Context: an optimization exercise on an open-source flow, tuned for small area. The choices shown serve that exercise and are no tape-out recipe. In this exercise RTL edits were held to simulation tests only and were not proved equivalent to the original. Power figures rest on the tool's default switching activity, not on a simulated workload.

[config.mk]
export PLATFORM = sky130hd
export DESIGN_NAME = rvCore
export DESIGN_NICKNAME = rvCore
export VERILOG_FILES = /design/flow/design.v
export SDC_FILE = /design/flow/constraint.sdc
export NUM_CORES = 4
export LEC_CHECK = 0
export CAP_MARGIN = 20
export CORE_MARGIN = 2
export CORE_UTILIZATION = 40
export SLEW_MARGIN = 20
[run.sh]
#!/bin/bash
# synth_recipe.tcl (not shown) runs the flow's synth.tcl, then flattens the netlist and writes it again
# the make line also repeats each setting of config.mk as NAME=value (left out here)
make -C /OpenROAD-flow-scripts/flow DESIGN_CONFIG=/design/flow/config.mk WORK_HOME=/design/flow/orfs CLKGATE_MAP_FILE= SYNTH_SCRIPT=/design/flow/synth_recipe.tcl finish
[constraint.sdc]
create_clock -name core_clock -period 10.0 [get_ports {clk}]
set_input_delay 2.0000 -clock core_clock [delete_from_list [all_inputs] [get_ports {clk}]]
set_output_delay 2.0000 -clock core_clock [all_outputs]
set_load 0.01 [all_outputs]
[design.v]
`timescale 1ns/10ps
`default_nettype none
package rvPkg;
	localparam int Xlen = 32;
	typedef logic [4:0] RegAddr_t;
	typedef struct packed {
		logic [6:0] funct7;
		RegAddr_t rs2;
		RegAddr_t rs1;
		logic [2:0] funct3;
		RegAddr_t rd;
		logic [6:0] opcode;
	} RvRtype_t;
	typedef struct packed {
		logic [11:0] imm;
		RegAddr_t rs1;
		logic [2:0] funct3;
		RegAddr_t rd;
		logic [6:0] opcode;
	} RvItype_t;
	typedef struct packed {
		logic [6:0] immHi;
		RegAddr_t rs2;
		RegAddr_t rs1;
		logic [2:0] funct3;
		logic [4:0] immLo;
		logic [6:0] opcode;
	} RvStype_t;
	typedef struct packed {
		logic sign;
		logic [5:0] immHi;
		RegAddr_t rs2;
		RegAddr_t rs1;
		logic [2:0] funct3;
		logic [3:0] immLo;
		logic imm11;
		logic [6:0] opcode;
	} RvBtype_t;
	typedef struct packed {
		logic [19:0] imm;
		RegAddr_t rd;
		logic [6:0] opcode;
	} RvUtype_t;
	typedef struct packed {
		logic sign;
		logic [9:0] immLo;
		logic imm11;
		logic [7:0] immHi;
		RegAddr_t rd;
		logic [6:0] opcode;
	} RvJtype_t;
	typedef union packed {
		RvRtype_t r;
		RvItype_t i;
		RvStype_t s;
		RvBtype_t b;
		RvUtype_t u;
		RvJtype_t j;
	} RvInst_t;
	typedef enum logic [1:0] {RegNone, RegGpr, RegPc, RegImm} RegType_t;
	typedef struct packed {
		RegType_t regType;
		RegAddr_t addr;
	} Operand_t;
	typedef logic [Xlen-1:0] ImmData_t;
	typedef enum logic [1:0] {UnitNop, UnitAlu, UnitMem} ExeUnit_t;
	typedef enum logic [1:0] {AluAdd, AluComp, AluShift, AluLogic} AluOp_t;
	typedef enum logic [1:0] {LogicXor, LogicOr, LogicAnd} LogicSel_t;
	typedef struct packed {
		logic sub;
		logic right;
		logic arith;
		logic isUnsigned;
		logic lessThan;
		logic negate;
		logic branch;
		logic jump;
		LogicSel_t logicSel;
	} AluSubOp_t;
	typedef struct packed {
		AluOp_t op;
		AluSubOp_t subOp;
	} AluCmd_t;
	typedef enum logic {MemLoad, MemStore} MemOp_t;
	typedef enum logic [1:0] {MemByte, MemHalf, MemWord} MemSize_t;
	typedef struct packed {
		MemOp_t op;
		MemSize_t size;
		logic isUnsigned;
	} MemCmd_t;
	typedef struct packed {
		AluCmd_t alu;
		MemCmd_t mem;
	} Command_t;
	typedef struct packed {
		logic [Xlen-1:0] pc;
		Operand_t rs1;
		Operand_t rs2;
		Operand_t rd;
		ImmData_t imm;
		ExeUnit_t unit;
		Command_t command;
		logic invalid;
	} DecEntry_t;
	typedef struct packed {
		logic [Xlen-1:0] pc;
		RegAddr_t rd;
		logic writeRd;
		logic [Xlen-1:0] value;
		logic [Xlen-1:0] target;
		logic taken;
		logic memValid;
		MemCmd_t memCmd;
		logic [Xlen-1:0] memAddr;
		logic [Xlen-1:0] storeData;
		logic invalid;
	} Result_t;
endpackage
`default_nettype wire
`timescale 1ns/10ps
`default_nettype none
module instDecoder (
	input logic clk,
	input logic reset_,
	input logic inValid,
	output logic inReady,
	input logic [rvPkg::Xlen-1:0] inPc,
	input rvPkg::RvInst_t inInst,
	output logic decValid,
	input logic decReady,
	output rvPkg::DecEntry_t decEntry
);
	rvPkg::DecEntry_t dec;
	logic [6:0] opcode;
	logic [2:0] funct3;
	logic [6:0] funct7;
	logic badCode;
	function automatic rvPkg::Operand_t gpr(input rvPkg::RegAddr_t addr);
		gpr = {rvPkg::RegGpr, addr};
	endfunction
	assign opcode = inInst.r.opcode;
	assign funct3 = inInst.r.funct3;
	assign funct7 = inInst.r.funct7;
	assign inReady = !decValid || decReady;
	always_comb begin
		dec = '0;
		dec.pc = inPc;
		badCode = 1'b0;
		case (opcode)
			7'b0000011: begin
				dec.unit = rvPkg::UnitMem;
				dec.command.mem.op = rvPkg::MemLoad;
				dec.rs1 = gpr(inInst.i.rs1);
				dec.rd = gpr(inInst.i.rd);
				dec.imm = {{20{inInst.i.imm[11]}}, inInst.i.imm};
				case (funct3)
					3'b000, 3'b001, 3'b010, 3'b100, 3'b101: begin
						dec.command.mem.size = rvPkg::MemSize_t'(funct3[1:0]);
						dec.command.mem.isUnsigned = funct3[2];
					end
					default: badCode = 1'b1;
				endcase
			end
			7'b0100011: begin
				dec.unit = rvPkg::UnitMem;
				dec.command.mem.op = rvPkg::MemStore;
				dec.rs1 = gpr(inInst.s.rs1);
				dec.rs2 = gpr(inInst.s.rs2);
				dec.imm = {{20{inInst.s.immHi[6]}}, inInst.s.immHi, inInst.s.immLo};
				case (funct3)
					3'b000, 3'b001, 3'b010: begin
						dec.command.mem.size = rvPkg::MemSize_t'(funct3[1:0]);
					end
					default: badCode = 1'b1;
				endcase
			end
			7'b1100011: begin
				dec.unit = rvPkg::UnitAlu;
				dec.command.alu.op = rvPkg::AluComp;
				dec.command.alu.subOp.branch = 1'b1;
				dec.rs1 = gpr(inInst.b.rs1);
				dec.rs2 = gpr(inInst.b.rs2);
				dec.imm = {{19{inInst.b.sign}}, inInst.b.sign, inInst.b.imm11,
					inInst.b.immHi, inInst.b.immLo, 1'b0};
				case (funct3)
					3'b000, 3'b001, 3'b100, 3'b101, 3'b110, 3'b111: begin
						dec.command.alu.subOp.lessThan = funct3[2];
						dec.command.alu.subOp.isUnsigned = funct3[1];
						dec.command.alu.subOp.negate = funct3[0];
					end
					default: badCode = 1'b1;
				endcase
			end
			7'b1100111: begin
				dec.unit = rvPkg::UnitAlu;
				dec.command.alu.subOp.jump = 1'b1;
				dec.rs1 = gpr(inInst.i.rs1);
				dec.rs2.regType = rvPkg::RegImm;
				dec.rd = gpr(inInst.i.rd);
				dec.imm = {{20{inInst.i.imm[11]}}, inInst.i.imm};
				badCode = (funct3 != 3'b000);
			end
			7'b1101111: begin
				dec.unit = rvPkg::UnitAlu;
				dec.command.alu.subOp.jump = 1'b1;
				dec.rs1.regType = rvPkg::RegPc;
				dec.rs2.regType = rvPkg::RegImm;
				dec.rd = gpr(inInst.j.rd);
				dec.imm = {{11{inInst.j.sign}}, inInst.j.sign, inInst.j.immHi,
					inInst.j.imm11, inInst.j.immLo, 1'b0};
			end
			7'b0010011: begin
				dec.unit = rvPkg::UnitAlu;
				dec.rs1 = gpr(inInst.i.rs1);
				dec.rs2.regType = rvPkg::RegImm;
				dec.rd = gpr(inInst.i.rd);
				dec.imm = {{20{inInst.i.imm[11]}}, inInst.i.imm};
				case (funct3)
					3'b001: begin
						dec.command.alu.op = rvPkg::AluShift;
						dec.imm = {27'b0, inInst.r.rs2};
						badCode = (funct7 != 7'b0000000);
					end
					3'b010, 3'b011: begin
						dec.command.alu.op = rvPkg::AluComp;
						dec.command.alu.subOp.lessThan = 1'b1;
						dec.command.alu.subOp.isUnsigned = funct3[0];
					end
					3'b100: dec.command.alu.op = rvPkg::AluLogic;
					3'b101: begin
						dec.command.alu.op = rvPkg::AluShift;
						dec.command.alu.subOp.right = 1'b1;
						dec.command.alu.subOp.arith = funct7[5];
						dec.imm = {27'b0, inInst.r.rs2};
						badCode = (funct7 != 7'b0000000) && (funct7 != 7'b0100000);
					end
					3'b110: begin
						dec.command.alu.op = rvPkg::AluLogic;
						dec.command.alu.subOp.logicSel = rvPkg::LogicOr;
					end
					3'b111: begin
						dec.command.alu.op = rvPkg::AluLogic;
						dec.command.alu.subOp.logicSel = rvPkg::LogicAnd;
					end
					default: ;
				endcase
			end
			7'b0110011: begin
				dec.unit = rvPkg::UnitAlu;
				dec.rs1 = gpr(inInst.r.rs1);
				dec.rs2 = gpr(inInst.r.rs2);
				dec.rd = gpr(inInst.r.rd);
				dec.command.alu.subOp.sub = funct7[5];
				dec.command.alu.subOp.arith = funct7[5];
				case (funct3)
					3'b001: dec.command.alu.op = rvPkg::AluShift;
					3'b010, 3'b011: begin
						dec.command.alu.op = rvPkg::AluComp;
						dec.command.alu.subOp.lessThan = 1'b1;
						dec.command.alu.subOp.isUnsigned = funct3[0];
					end
					3'b100: dec.command.alu.op = rvPkg::AluLogic;
					3'b101: begin
						dec.command.alu.op = rvPkg::AluShift;
						dec.command.alu.subOp.right = 1'b1;
					end
					3'b110: begin
						dec.command.alu.op = rvPkg::AluLogic;
						dec.command.alu.subOp.logicSel = rvPkg::LogicOr;
					end
					3'b111: begin
						dec.command.alu.op = rvPkg::AluLogic;
						dec.command.alu.subOp.logicSel = rvPkg::LogicAnd;
					end
					default: dec.command.alu.op = rvPkg::AluAdd;
				endcase
				if (funct7 == 7'b0100000) begin
					badCode = (funct3 != 3'b000) && (funct3 != 3'b101);
				end else begin
					badCode = (funct7 != 7'b0000000);
				end
			end
			7'b0010111, 7'b0110111: begin
				dec.unit = rvPkg::UnitAlu;
				dec.rs1.regType = opcode[5] ? rvPkg::RegNone : rvPkg::RegPc;
				dec.rs2.regType = rvPkg::RegImm;
				dec.rd = gpr(inInst.u.rd);
				dec.imm = {inInst.u.imm, 12'b0};
			end
			7'b0001111, 7'b1110011, 7'b0101111, 7'b0000111, 7'b0100111,
			7'b1010011, 7'b1000011, 7'b1000111, 7'b1001011, 7'b1001111: begin
				dec.unit = rvPkg::UnitNop;
			end
			default: badCode = 1'b1;
		endcase
		dec.invalid = badCode;
		if (badCode) begin
			dec.unit = rvPkg::UnitNop;
		end
	end
	always_ff @(posedge clk or negedge reset_) begin
		if (!reset_) begin
			decValid <= 1'b0;
		end else if (inValid && inReady) begin
			decValid <= 1'b1;
		end else if (decReady) begin
			decValid <= 1'b0;
		end
	end
	always_ff @(posedge clk) begin
		if (inValid && inReady) begin
			decEntry <= dec;
		end
	end
endmodule
`default_nettype wire
`timescale 1ns/10ps
`default_nettype none
module regFile (
	input logic clk,
	input logic reset_,
	input rvPkg::RegAddr_t rdAddrA,
	input rvPkg::RegAddr_t rdAddrB,
	output logic [rvPkg::Xlen-1:0] rdDataA,
	output logic [rvPkg::Xlen-1:0] rdDataB,
	input logic wrEn,
	input rvPkg::RegAddr_t wrAddr,
	input logic [rvPkg::Xlen-1:0] wrData
);
	logic [rvPkg::Xlen-1:0] regs [1:31];
	always_ff @(posedge clk or negedge reset_) begin
		if (!reset_) begin
			for (int n = 1; n < 32; n++) begin
				regs[n] <= '0;
			end
		end else if (wrEn && wrAddr != '0) begin
			regs[wrAddr] <= wrData;
		end
	end
	assign rdDataA = (rdAddrA == '0) ? '0 : regs[rdAddrA];
	assign rdDataB = (rdAddrB == '0) ? '0 : regs[rdAddrB];
endmodule
`default_nettype wire
`timescale 1ns/10ps
`default_nettype none
module intExecute (
	input logic clk,
	input logic reset_,
	input logic decValid,
	output logic decReady,
	input rvPkg::DecEntry_t decEntry,
	output rvPkg::RegAddr_t rdAddrA,
	output rvPkg::RegAddr_t rdAddrB,
	input logic [rvPkg::Xlen-1:0] rdDataA,
	input logic [rvPkg::Xlen-1:0] rdDataB,
	input logic heldValid,
	input rvPkg::Result_t heldResult,
	output logic exeValid,
	input logic exeReady,
	output rvPkg::Result_t exeResult
);
	rvPkg::AluCmd_t alu;
	logic [rvPkg::Xlen-1:0] regA;
	logic [rvPkg::Xlen-1:0] regB;
	logic [rvPkg::Xlen-1:0] opA;
	logic [rvPkg::Xlen-1:0] opB;
	logic [rvPkg::Xlen-1:0] sum;
	logic [rvPkg::Xlen-1:0] shifted;
	logic [rvPkg::Xlen-1:0] logicOut;
	logic [rvPkg::Xlen-1:0] aluOut;
	logic [rvPkg::Xlen-1:0] pcImm;
	logic lessThan;
	logic compOut;
	rvPkg::Result_t res;
	function automatic logic [rvPkg::Xlen-1:0] pickOperand(
		input rvPkg::RegAddr_t addr,
		input logic [rvPkg::Xlen-1:0] fileData,
		input logic newValid,
		input rvPkg::Result_t newRes,
		input logic oldValid,
		input rvPkg::Result_t oldRes
	);
		if (newValid && newRes.writeRd && newRes.rd == addr) begin
			pickOperand = newRes.value;
		end else if (oldValid && oldRes.writeRd && oldRes.rd == addr) begin
			pickOperand = oldRes.value;
		end else begin
			pickOperand = fileData;
		end
	endfunction
	assign alu = decEntry.command.alu;
	assign rdAddrA = decEntry.rs1.addr;
	assign rdAddrB = decEntry.rs2.addr;
	assign regA = pickOperand(rdAddrA, rdDataA, exeValid, exeResult, heldValid, heldResult);
	assign regB = pickOperand(rdAddrB, rdDataB, exeValid, exeResult, heldValid, heldResult);
	always_comb begin
		case (decEntry.rs1.regType)
			rvPkg::RegGpr: opA = regA;
			rvPkg::RegPc: opA = decEntry.pc;
			default: opA = '0;
		endcase
		case (decEntry.rs2.regType)
			rvPkg::RegGpr: opB = regB;
			rvPkg::RegImm: opB = decEntry.imm;
			default: opB = '0;
		endcase
	end
	assign sum = opA + (alu.subOp.sub ? ~opB : opB) + {{(rvPkg::Xlen-1){1'b0}}, alu.subOp.sub};
	assign lessThan = alu.subOp.isUnsigned ? (opA < opB) : ($signed(opA) < $signed(opB));
	assign compOut = (alu.subOp.lessThan ? lessThan : (opA == opB)) ^ alu.subOp.negate;
	assign pcImm = decEntry.pc + decEntry.imm;
	always_comb begin
		if (!alu.subOp.right) begin
			shifted = opA << opB[4:0];
		end else if (alu.subOp.arith) begin
			shifted = $signed(opA) >>> opB[4:0];
		end else begin
			shifted = opA >> opB[4:0];
		end
		case (alu.subOp.logicSel)
			rvPkg::LogicOr: logicOut = opA | opB;
			rvPkg::LogicAnd: logicOut = opA & opB;
			default: logicOut = opA ^ opB;
		endcase
		case (alu.op)
			rvPkg::AluComp: aluOut = {{(rvPkg::Xlen-1){1'b0}}, compOut};
			rvPkg::AluShift: aluOut = shifted;
			rvPkg::AluLogic: aluOut = logicOut;
			default: aluOut = sum;
		endcase
	end
	always_comb begin
		res = '0;
		res.pc = decEntry.pc;
		res.rd = decEntry.rd.addr;
		res.invalid = decEntry.invalid;
		res.memCmd = decEntry.command.mem;
		if (decEntry.unit == rvPkg::UnitAlu) begin
			res.value = alu.subOp.jump ? decEntry.pc + 32'd4 : aluOut;
			res.taken = alu.subOp.branch && compOut;
			if (alu.subOp.jump) begin
				res.target = {sum[rvPkg::Xlen-1:1], 1'b0};
			end else if (alu.subOp.branch) begin
				res.target = pcImm;
			end
			res.writeRd = !alu.subOp.branch && decEntry.rd.regType == rvPkg::RegGpr &&
				decEntry.rd.addr != '0;
		end
		if (decEntry.unit == rvPkg::UnitMem) begin
			res.memValid = 1'b1;
			res.memAddr = regA + decEntry.imm;
			if (decEntry.command.mem.op == rvPkg::MemStore) begin
				res.storeData = regB;
			end
		end
	end
	assign decReady = !exeValid || exeReady;
	always_ff @(posedge clk or negedge reset_) begin
		if (!reset_) begin
			exeValid <= 1'b0;
		end else if (decValid && decReady) begin
			exeValid <= 1'b1;
		end else if (exeReady) begin
			exeValid <= 1'b0;
		end
	end
	always_ff @(posedge clk) begin
		if (decValid && decReady) begin
			exeResult <= res;
		end
	end
endmodule
`default_nettype wire
`timescale 1ns/10ps
`default_nettype none
module resultStage (
	input logic clk,
	input logic reset_,
	input logic exeValid,
	output logic exeReady,
	input rvPkg::Result_t exeResult,
	output logic outValid,
	input logic outReady,
	output rvPkg::Result_t outResult,
	output logic heldValid,
	output logic wrEn,
	output rvPkg::RegAddr_t wrAddr,
	output logic [rvPkg::Xlen-1:0] wrData
);
	assign exeReady = !outValid || outReady;
	assign heldValid = outValid;
	assign wrEn = outValid && outReady && outResult.writeRd;
	assign wrAddr = outResult.rd;
	assign wrData = outResult.value;
	always_ff @(posedge clk or negedge reset_) begin
		if (!reset_) begin
			outValid <= 1'b0;
		end else if (exeValid && exeReady) begin
			outValid <= 1'b1;
		end else if (outReady) begin
			outValid <= 1'b0;
		end
	end
	always_ff @(posedge clk) begin
		if (exeValid && exeReady) begin
			outResult <= exeResult;
		end
	end
endmodule
`default_nettype wire
`timescale 1ns/10ps
`default_nettype none
module rvCore (
	input logic clk,
	input logic reset_,
	input logic inValid,
	output logic inReady,
	input logic [31:0] inPc,
	input logic [31:0] inInst,
	output logic outValid,
	input logic outReady,
	output logic [172:0] outResult
);
	logic decValid;
	logic decReady;
	rvPkg::DecEntry_t decEntry;
	logic exeValid;
	logic exeReady;
	rvPkg::Result_t exeResult;
	logic heldValid;
	logic wrEn;
	rvPkg::RegAddr_t wrAddr;
	logic [rvPkg::Xlen-1:0] wrData;
	rvPkg::RegAddr_t rdAddrA;
	rvPkg::RegAddr_t rdAddrB;
	logic [rvPkg::Xlen-1:0] rdDataA;
	logic [rvPkg::Xlen-1:0] rdDataB;
	instDecoder u_dec (.clk, .reset_, .inValid, .inReady, .inPc, .inInst,
		.decValid, .decReady, .decEntry);
	regFile u_regs (.clk, .reset_, .rdAddrA, .rdAddrB, .rdDataA, .rdDataB,
		.wrEn, .wrAddr, .wrData);
	intExecute u_exe (.clk, .reset_, .decValid, .decReady, .decEntry,
		.rdAddrA, .rdAddrB, .rdDataA, .rdDataB, .heldValid, .heldResult(outResult),
		.exeValid, .exeReady, .exeResult);
	resultStage u_res (.clk, .reset_, .exeValid, .exeReady, .exeResult,
		.outValid, .outReady, .outResult, .heldValid, .wrEn, .wrAddr, .wrData);
endmodule
`default_nettype wire
==> run summary <==
-- power breakdown --
group / total (uW) / leakage, uW / internal (uW) / switching, uW
clock: 6550 / 0.00280 / 3820 / 2730
sequential: 8080 / 0.0179 / 6990 / 1090
combinational: 3260 / 0.0198 / 1230 / 2030
-- how the worst min path moves through the flow --
stage / slack (ns) / from / to / cells past startpoint
finish: 0.40 / u_exe.exeResult[0]$_DFFE_PP_ / u_res.outResult[0]$_DFFE_PP_ / 0
global route: 0.42 / u_exe.exeResult[0]$_DFFE_PP_ / u_res.outResult[0]$_DFFE_PP_ / 0
CTS: 0.40 / u_exe.exeResult[0]$_DFFE_PP_ / u_res.outResult[0]$_DFFE_PP_ / 0
detailed placement: 0.40 / u_exe.exeResult[12]$_SDFFCE_PN0P_ / u_res.outResult[12]$_DFFE_PP_ / 0
global placement: 0.40 / u_exe.exeResult[169]$_DFFE_PP_ / u_res.outResult[169]$_DFFE_PP_ / 0
floorplan: 0.40 / u_dec.decEntry[0]$_DFFE_PP_ / u_exe.exeResult[0]$_DFFE_PP_ / 0
-- layout make-up --
class                   instances  area (sq um)  share of cell area, %
multi-input cells            5146         39400                   42.5
repair buffers                585          5250                   5.66
flip-flops and latches       1444         38400                   41.4
clock inverters                85          1270                   1.38
clock buffers                 207          4470                   4.82
well taps                    2656          3320                   3.58
inverters                     155           582                  0.628
diodes                         25          62.6                 0.0675
-- placed cells by master (no fill, tap or decap), drive strengths merged, types with 25 or more instances in the layout --
cell,count
nor3,71
and3,180
xnor2,90
xor2,63
nand3,492
a222oi,56
mux2,1007
nand4,170
mux2i,154
nand2b,50
clkbuf,207
a22oi,446
clkdlybuf4s50,241
a21o,71
o21ai,201
a221oi,115
a22o,119
clkinv,42
diode,25
inv,167
edfxtp,449
a2111oi,54
a211oi,50
and2,64
ha,194
a31oi,48
nor2b,69
nor2,334
a21oi,267
buf,344
dfrtp,995
nand2,372
nor4,44
-- routing by layer --
metal | part of all wire (%) | up-vias | track usage, %
met5 | 0.018 | - | 0
met1 | 40 | 37807 | 58.7
met3 | 14 | 1575 | 15.5
li1 | - | 28255 | -
met4 | 6.8 | 12 | 23.2
met2 | 39 | 6494 | 56.9
-- sequential cells by signal (all words and copies together), names as in the netlist --
| register | count |
|---|---|
| u_dec.decEntry | 103 |
| u_dec.decValid | 1 |
| u_exe.exeResult | 173 |
| u_exe.exeValid | 1 |
| u_regs.regs | 992 |
| u_res.outResult | 173 |
| u_res.outValid | 1 |
-- through the flow --
stage / instances / hold WS (ns) / util, % / setup slack, ns
2_1_floorplan: 7380 / 0.400 / - / 3.27
3_3_place_gp: 9979 / 0.402 / 43.4 / 1.30
3_5_place_dp: 9982 / 0.405 / 43.5 / 1.31
4_1_cts: 10274 / 0.398 / 46.4 / 1.24
5_1_grt: 10280 / 0.419 / 46.4 / 0.419
6_report: 10303 / 0.405 / 46.4 / 0.644
-- logic make-up after synthesis --
| logic type | share of synthesized area [%] |
|---|---|
| AND/OR/NAND/NOR | 12.6 |
| multiplexers | 16.1 |
| buffers and inverters | 3.89 |
| adder cells (fa/ha/maj) | 3.10 |
| AO/OA/AOI/OAI | 14.9 |
| XOR/XNOR | 1.67 |
| flip-flops | 47.8 |
==> out/results.ini <==
[pwr]
p_per_area_nw_per_um2 = 193
finalPower_uw = 17900
p_leak_uw = 0.0405
irDropWorstVdd_mv = 0.189

[synth]
ys_ff_latch = 1444
yosys-top-cells-count = 1007 x mux2_2, 995 x dfrtp_1, 492 x nand3_1
netlist-cell-type-count = 93
syn_inst = 7380
synthArstFlopShare_pct = 68.9
synth-seq-area-share_pct = 47.8
syn_area_sq_um = 80300
yosys.area.top_type = dfrtp_1
yosys_most_used_dff = dfrtp_1
synth-warning-count = 5
synth_top_cell_area_share_pct = 31.0
synth.area.top_cells = dfrtp_1 31%, edfxtp_1 17%, mux2_2 14%, a22oi_1 4.2%, nand3_1 3.1%
syn_avg_cell_area_sq_um = 10.9
synth_nets = 7645
synth_edf_count = 449
post-synth-top-count-cell = mux2_2

[critical_path]
crit_slowest_cell = edfxtp_1
cp.required_ns = 10.69
regToRegStartpoint = u_dec.decEntry[58]$_SDFFCE_PP0P_
cp_common_cell = a21oi_1
cp-start-kind = flip-flop
crit_cells = 29
worstSetupStartpoint = u_dec.decEntry[58]$_SDFFCE_PP0P_
critPathArrivalTime_ns = 10.05
reg2reg_depth = 29
critPathMaxStageDelay_ns = 1.00
critPathMaxFanout = 25
worst_r2r_endpoint = u_exe.exeResult[133]$_SDFFCE_PP0P_
endpoint = u_exe.exeResult[133]$_SDFFCE_PP0P_
path_buf_inv = 1
cp_top_family = simple AND/OR/NAND/NOR gates
crit_path_end_kind = flip-flop
worstSetupPathType = reg -> reg
rrSetupSlack_ns = 0.64

[timing]
setup_tns_ns = 0
finalHoldViolCount = 0
tightest_slew_ns = 1.35
relSlewSlack_pct = 9.82
setup_viol = 0
clock.fmax_mhz = 107
skew_ns = 0.0762
finalCriticalPeriod_ns = 9.36
finalCritPeriodShare_pct = 93.6
final_max_slew_viol_count = 0
rsz0062_at_grt = no

[floorplan]
initial_utilization_pct = 40.2
dieArea_sq_um = 204000
core_sq_um = 200000
io_pins = 243
die_h_um = 452
rows = 164
die_x_um = 452

[grt]
grt_overflow_total = 0
grt_pass1_vias = 68061
grt_max_degree = 176
grtUsageTotal_pct = 42.4
antenna_found_initial = 36
grt_first_pass_wirelength_um = 598000

[drt]
drtPass1Iterations = 10
ant_nets = 0
wire_per_inst_um = 43.4
viasPerCell = 7.20
drcViolationCount = 0
drtIter0Drc = 13933
drt-total-wl_um = 447000
dr_total_vias = 74143

[finish]
area_growth_pct = 15.4
fill_cells = 18304
fin_nets = 7757
drive_gt1_share_pct = 23.3
design_area_sq_um = 92700

[clock_tree]
cts_sinks = 1444
cts_root_buf = clkbuf_16
cts_made_buffers = 160
cts_buffer_depth = 3
insertion_delay_ns = 0.90
h-tree-depth = 4
postCtsSetupBuffers = 0
clk_pin_slew_ns = 0.07
cts_tree = yes
holdBufCountCts = 0
cts_resized = 0

[status]
status = timing/DRC/antenna clean

[run]
cap_violations = 0

[place]
gp_congestion = 1.05
io_buffer_count = 242
place_area_sq_um = 86800
dp_hpwl_um = 308000

[min_path]
hp-class = reg -> reg

==> static timing again, ports no longer ideal <==
Ports are ideal in the flow. The routed layout listed here was re-timed in OpenROAD.
Step 1: set_driving_cell puts a clkbuf_16 on clk and a buf_2 on each other input, an assumption about the parent block.
Step 2, shift: input delay + t, output delay - t, t = (earliest + latest rising clock arrival at the registers) / 2. This alone moves slack from input paths to output paths.
Slacks: ideal ports / drivers / drivers and shift; pairs: ideal ports / drivers.
t, ns: 0.955
setup slack, ns: 0.644 / 0.644 / 0.644
worst setup path at the end: register to register
clock arrival spread, ns: 0.076 / 0.076
pins driven straight from the clock port: 1
After both steps setup and hold are still met in this run. The setup slack of this run moves by 0.000 ns with the drivers and by 0.000 ns with both steps.
